This is an optimization exercise on Yosys and OpenROAD, whose aim is small area and a short achievable clock period, not a production implementation.
Only simulation tests tie the RTL to the original design; equivalence was not proved.

alpha:
==> flow/design.v (excerpt) <==
module memoria_sync #(
   parameter int DATA_W         = 32,
   parameter int ADDR_W         = 10,
   parameter int DEPTH          = 128,
   parameter int RD_LAT         = 2,
   parameter int CLEAR_ON_RESET = 1
) (
   input  logic                clk,
   input  logic                rst_n,
   input  logic                req_valid,
   output logic                req_ready,
   input  logic                req_write,
   input  logic [ADDR_W-1:0]   req_addr,
   input  logic [DATA_W-1:0]   req_wdata,
   input  logic [DATA_W/8-1:0] req_be,
   output logic                rsp_valid,
   output logic [DATA_W-1:0]   rsp_rdata,
   output logic                rsp_err,
   output logic                busy
);
Size in the first run: ~7900 cells after synthesis, about 4300 flip-flops, roughly 86 I/O pins, roughly 150000 um2 of cells after synthesis.
Settings: LEC_CHECK=0, CAP_MARGIN=20, CORE_MARGIN=2, CORE_UTILIZATION=60, SETUP_SLACK_MARGIN=2.2, SLEW_MARGIN=20, SYNTH_HIERARCHICAL=1, SYNTH_MINIMUM_KEEP_SIZE=0, TNS_END_PERCENT=5; clock period 4.5 ns.
run.sh (not shown) runs the stock make flow with config.mk's settings and CLKGATE_MAP_FILE= SYNTH_SCRIPT=/design/flow/synth_recipe.tcl, a recipe that flattens the netlist after the stock synthesis.
Relative to alpha, the following input files were edited for beta:
- an added CTS_CLUSTER_DIAMETER of 60
- an added CTS_CLUSTER_SIZE of 25
- alpha -> beta: fraction of met1 tracks used by global routing flat
- Side by side, global-route usage turned out lower in beta than in alpha.
- In beta, count of clock buffers in the final design is lower than in alpha.
- beta gives more sequential share of layout area than alpha did.

---

== oak ==
The RTL this note starts from:
==> flow/design.v <==
package memoria_pkg;
   localparam int RD_LAT_MIN = 1;
   localparam int RD_LAT_MAX = 3;
endpackage
module memoria_rsp_pipe #(
   parameter int DATA_W = 32
) (
   input  logic              clk,
   input  logic              in_valid,
   input  logic              in_err,
   input  logic [DATA_W-1:0] in_rdata,
   output logic              out_valid,
   output logic              out_err,
   output logic [DATA_W-1:0] out_rdata
);
   always_ff @(posedge clk) begin
      out_valid <= in_valid;
      out_err   <= in_err;
      out_rdata <= in_rdata;
   end
endmodule
module memoria_rd_aoi2 (
   input  logic s0, d0, s1, d1,
   output logic y_n
);
   assign y_n = ~((s0 & d0) | (s1 & d1));
endmodule
module memoria_rd_grp8 (
   input  logic [7:0] s, d,
   output logic       y
);
   assign y = |(s & d);
endmodule
module memoria_rd_nand4 (
   input  logic [3:0] a_n,
   output logic       y
);
   assign y = ~(&a_n);
endmodule
module memoria_rd_nor4 (
   input  logic [3:0] a,
   output logic       y_n
);
   assign y_n = ~(|a);
endmodule
module memoria_rd_out (
   input  logic [3:0] a_n,
   input  logic       rd_n,
   output logic       y
);
   assign y = ~((&a_n) | rd_n);
endmodule
module memoria_rd_bit #(
   parameter int DEPTH = 128
) (
   input  logic [DEPTH-1:0] sel,
   input  logic [DEPTH-1:0] d,
   output logic [3:0]       q_n
);
   logic [63:0] p_n;
   logic [15:0] g;
   for (genvar k = 0; k < 16; k++) begin : g_grp
      memoria_rd_grp8 u_grp (.s(sel[8*k +: 8]), .d(d[8*k +: 8]), .y(g[k]));
   end
   for (genvar k = 0; k < 4; k++) begin : g_qtr
      memoria_rd_nor4 u_nor (.a(g[4*k +: 4]), .y_n(q_n[k]));
   end
endmodule
module memoria_sel_gate (
   input  logic a_n, b_n, c_n,
   output logic y
);
   assign y = ~(a_n | b_n | c_n);
endmodule
module memoria_we_gate (
   input  logic sel, we,
   output logic en
);
   assign en = sel & we;
endmodule
module memoria_flag (
   input  logic clk,
   input  logic rst_n,
   input  logic d,
   output logic q
);
   always_ff @(posedge clk or negedge rst_n) begin
      if (!rst_n) begin
         q <= 1'b0;
      end else begin
         q <= d;
      end
   end
endmodule
module memoria_sync #(
   parameter int DATA_W         = 32,
   parameter int ADDR_W         = 10,
   parameter int DEPTH          = 128,
   parameter int RD_LAT         = 2,
   parameter int CLEAR_ON_RESET = 1
) (
   input  logic                clk,
   input  logic                rst_n,
   input  logic                req_valid,
   output logic                req_ready,
   input  logic                req_write,
   input  logic [ADDR_W-1:0]   req_addr,
   input  logic [DATA_W-1:0]   req_wdata,
   input  logic [DATA_W/8-1:0] req_be,
   output logic                rsp_valid,
   output logic [DATA_W-1:0]   rsp_rdata,
   output logic                rsp_err,
   output logic                busy
);
   localparam int BE_W = DATA_W / 8;
   localparam int NR = 11;   
   localparam int R_CNT = 0, R_ACC = 1, R_DEC = 2, R_WD = 3;    
   logic [6:0]    clr_cnt;
   logic          ready_d;
   logic [NR-1:0] ready_q;
   assign ready_d = ready_q[R_CNT] || (clr_cnt == 7'd127);
   always_ff @(posedge clk or negedge rst_n) begin
      if (!rst_n) begin
         clr_cnt <= '0;
      end else if (!ready_q[R_CNT]) begin
         clr_cnt <= clr_cnt + 1'b1;
      end
   end
   for (genvar k = 0; k < NR; k++) begin : g_ready
      memoria_flag u_ready (
         .clk (clk), .rst_n (rst_n), .d (ready_d), .q (ready_q[k])
      );
   end
   always_ff @(posedge clk) begin
      req_ready <= rst_n && ready_d;
      busy      <= !(rst_n && ready_d);
   end
   logic             accept;
   logic             in_range;
   logic             rd_req;
   logic [BE_W-1:0]  we;       
   logic [DATA_W-1:0] wd;      
   assign accept   = req_valid && ready_q[R_ACC];
   assign in_range = (req_addr[ADDR_W-1:7] == '0);
   assign rd_req   = accept && !req_write && in_range;
   always_comb begin
      for (int b = 0; b < BE_W; b++) begin
         we[b] = !ready_q[R_DEC] || (accept && req_write && in_range && req_be[b]);
      end
      for (int i = 0; i < DATA_W; i++) begin
         wd[i] = ready_q[R_WD + i / 4] && req_wdata[i];
      end
   end
   logic [3:0]       pd0_n, pd1_n, pw0_n, pw1_n;
   logic [7:0]       pd2_n, pw2_n;
   logic [DEPTH-1:0] sel_r, sel_w;
   always_comb begin
      for (int i = 0; i < 4; i++) begin
         pd0_n[i] = (req_addr[1:0] != 2'(i));
         pd1_n[i] = (req_addr[3:2] != 2'(i));
         pw0_n[i] = ready_q[R_DEC] && pd0_n[i];
         pw1_n[i] = ready_q[R_DEC] && pd1_n[i];
      end
      for (int i = 0; i < 8; i++) begin
         pd2_n[i] = (req_addr[6:4] != 3'(i));
         pw2_n[i] = ready_q[R_DEC] && pd2_n[i];
      end
   end
   logic [DEPTH-1:0][BE_W-1:0] en;
   for (genvar w = 0; w < DEPTH; w++) begin : g_sel
      memoria_sel_gate u_sel_r (
         .a_n (pd0_n[w % 4]), .b_n (pd1_n[(w / 4) % 4]), .c_n (pd2_n[w / 16]),
         .y   (sel_r[w])
      );
      memoria_sel_gate u_sel_w (
         .a_n (pw0_n[w % 4]), .b_n (pw1_n[(w / 4) % 4]), .c_n (pw2_n[w / 16]),
         .y   (sel_w[w])
      );
      for (genvar b = 0; b < BE_W; b++) begin : g_en
         memoria_we_gate u_en (
            .sel (sel_w[w]), .we (we[b]),
            .en    (en[w][b])
         );
      end
   end
   logic [DEPTH-1:0][DATA_W-1:0] mem;
   logic [DATA_W-1:0][DEPTH-1:0] mem_t;    
   for (genvar w = 0; w < DEPTH; w++) begin : g_word
      for (genvar b = 0; b < BE_W; b++) begin : g_lane
         always_ff @(posedge clk) begin
            if (en[w][b]) begin
               mem[w][8*b +: 8] <= wd[8*b +: 8];
            end
         end
      end
      for (genvar i = 0; i < DATA_W; i++) begin : g_bit
         assign mem_t[i][w] = mem[w][i];
      end
   end
   logic [DATA_W-1:0][3:0] qtr_n, qtr1_n;
   for (genvar i = 0; i < DATA_W; i++) begin : g_rd
      memoria_rd_bit #(
         .DEPTH (DEPTH)
      ) u_rd_bit (
         .sel (sel_r),
         .d   (mem_t[i]),
         .q_n (qtr_n[i])
      );
   end
   logic              acc1;
   logic              err1;
   logic              rd1;
   logic [DATA_W-1:0] rd_word;
   always_ff @(posedge clk or negedge rst_n) begin
      if (!rst_n) begin
         acc1 <= 1'b0;
         err1 <= 1'b0;
         rd1  <= 1'b0;
      end else begin
         acc1 <= accept;
         err1 <= accept && !in_range;
         rd1  <= rd_req;
      end
   end
   always_ff @(posedge clk) begin
      qtr1_n <= qtr_n;
   end
   for (genvar i = 0; i < DATA_W; i++) begin : g_rd_out
      memoria_rd_out u_out (.a_n(qtr1_n[i]), .rd_n(!(rd1 && rst_n)), .y(rd_word[i]));
   end
   memoria_rsp_pipe #(
      .DATA_W (DATA_W)
   ) u_rsp_pipe (
      .clk       (clk),
      .in_valid  (acc1 && rst_n),
      .in_err    (err1 && rst_n),
      .in_rdata  (rd_word),
      .out_valid (rsp_valid),
      .out_err   (rsp_err),
      .out_rdata (rsp_rdata)
   );
endmodule
Settings: LEC_CHECK=0, CAP_MARGIN=20, CORE_MARGIN=2, CORE_UTILIZATION=60, CTS_CLUSTER_DIAMETER=60, CTS_CLUSTER_SIZE=25, SETUP_SLACK_MARGIN=2.2, SLEW_MARGIN=20, SYNTH_HIERARCHICAL=1, SYNTH_MINIMUM_KEEP_SIZE=0, TNS_END_PERCENT=5; clock period 4.5 ns.
Modified inputs, pine compared to oak
==> flow/flow/run.sh (new file) <==
#!/bin/bash
# The standard layout (the standard.sh, unchanged synthesis, floorplan,
# power grid, placement, CTS and routing), except that the buffers put on the
# input and output ports are buf_4 cells instead of the delay-buffer cell
# buffer_ports picks by default. make's full output goes to flow_make.log.
set -euo pipefail
bash standard.sh "BUFFER_PORTS_ARGS=-buffer_cell sky130_fd_sc_hd__buf_4" finish > flow_make.log 2>&1
==> flow/standard.sh (new file) <==
#!/bin/bash
# synth_recipe.tcl (not shown) runs the flow's synth.tcl, then flattens the netlist and writes it again
# the make line also repeats each setting of config.mk as NAME=value (left out here)
make -C /OpenROAD-flow-scripts/flow DESIGN_CONFIG=/design/flow/config.mk WORK_HOME=/design/flow/orfs CLKGATE_MAP_FILE= SYNTH_SCRIPT=/design/flow/synth_recipe.tcl "${@:-finish}"
removed: flow/run.sh
Notes after the runs:
- pine improves on oak in worst setup margin.
- oak -> pine: first-iteration DRC count decreased by a few percent
- Compared with oak, routed wire length in pine decreased slightly.
- Re proportion of synthesized flip-flops having asynchronous set or reset: no difference whatsoever between pine and oak.
- The maximum number of pins on one net before global-route repair was comparable across oak and pine.
- pine ends up with lower worst hold slack than oak does.

---

## garnet
Another version of the RTL of memoria_sync (not shown whole).
Size in the first run: ~7900 cells after synthesis, roughly 4300 flip-flops, roughly 86 I/O pins, about 0.15 mm2 of cells after synthesis.
Settings: LEC_CHECK=0, CAP_MARGIN=20, CORE_MARGIN=2, CORE_UTILIZATION=60, CTS_CLUSTER_DIAMETER=60, CTS_CLUSTER_SIZE=25, SETUP_SLACK_MARGIN=2.2, SLEW_MARGIN=20, SYNTH_HIERARCHICAL=1, SYNTH_MINIMUM_KEEP_SIZE=0, TNS_END_PERCENT=5; clock period 4.5 ns.
standard.sh (not shown) runs the stock make flow with config.mk's settings and CLKGATE_MAP_FILE= SYNTH_SCRIPT=/design/flow/synth_recipe.tcl, a recipe that flattens the netlist after the stock synthesis.
==> flow/flow/run.sh <==
#!/bin/bash
# The standard layout (the standard.sh, unchanged synthesis, floorplan,
# power grid, placement, CTS and routing), except that the buffers put on the
# input and output ports are buf_4 cells instead of the delay-buffer cell
# buffer_ports picks by default. make's full output goes to flow_make.log.
set -euo pipefail
bash standard.sh "BUFFER_PORTS_ARGS=-buffer_cell sky130_fd_sc_hd__buf_4" finish > flow_make.log 2>&1
[inputs] nickel vs garnet
- SETUP_SLACK_MARGIN: 2.2 -> 2.35
[summary]
Looking at the reports, nickel completed the entire flow and the layout it produced met the timing, DRC and antenna checks.
| post-route cell area | nickel vs garnet | worse |
nickel vs. garnet: net total in the final layout +71; final setup slack of the worst path +0.076 ns; final instance count without filler cells +0.62%; worst slew margin relative to its limit +1.7 points; data-path buffer share of cell area in the final layout +0.64 points.
Sequential share of layout area, nickel and garnet, lower one = nickel.
Final critical path time including I/O delays and setup improves in nickel relative to garnet.
Compared with garnet, in nickel clock latency on the worst-skew pair ~0 delta, post-layout utilization of the core went up 0.53 points.

[afterwards: timing with drivers on the ports]
The flow's constraints put no driver on any port. The routed layouts listed below were extracted and timed again, unchanged, in two steps.
Step 1: set_driving_cell puts a clkbuf_16 on clk and a buf_2 on each other input, an assumption about the parent block.
Step 2 adds t to the input delays and takes it off the output delays; t is the mean of the earliest and latest rising clock arrival at the registers after step 1. Input paths then give back, and output paths get back, about the clock's delay inside the block.
Slacks: ideal / step 1 / step 2; pairs: ideal / step 1.
| run | shift t [ns] | setup WS [ns] | worst hold slack (ns) | pins driven straight from the clock port |
|---|---|---|---|---|
| alpha | 1.074 | 1.992 / 1.941 / 0.882 | 0.023 / -0.045 / 0.360 | 1 |
| beta | 1.005 | 1.953 / 1.933 / 0.931 | 0.104 / 0.035 / 0.366 | 1 |
| oak | 1.006 | 2.047 / 1.948 / 0.942 | 0.420 / 0.358 / 0.455 | 1 |
| pine | 0.982 | 2.063 / 1.982 / 1.000 | 0.183 / 0.144 / 0.453 | 1 |
| garnet | 1.009 | 2.035 / 1.980 / 1.013 | 0.047 / -0.018 / 0.456 | 1 |
| nickel | 1.014 | 2.110 / 2.010 / 1.066 | 0.055 / -0.008 / 0.456 | 1 |
After both steps every run listed still meets setup and hold. For alpha, which loses most, drivers alone change the setup slack by -0.051 ns; drivers and shift together by -1.110 ns.
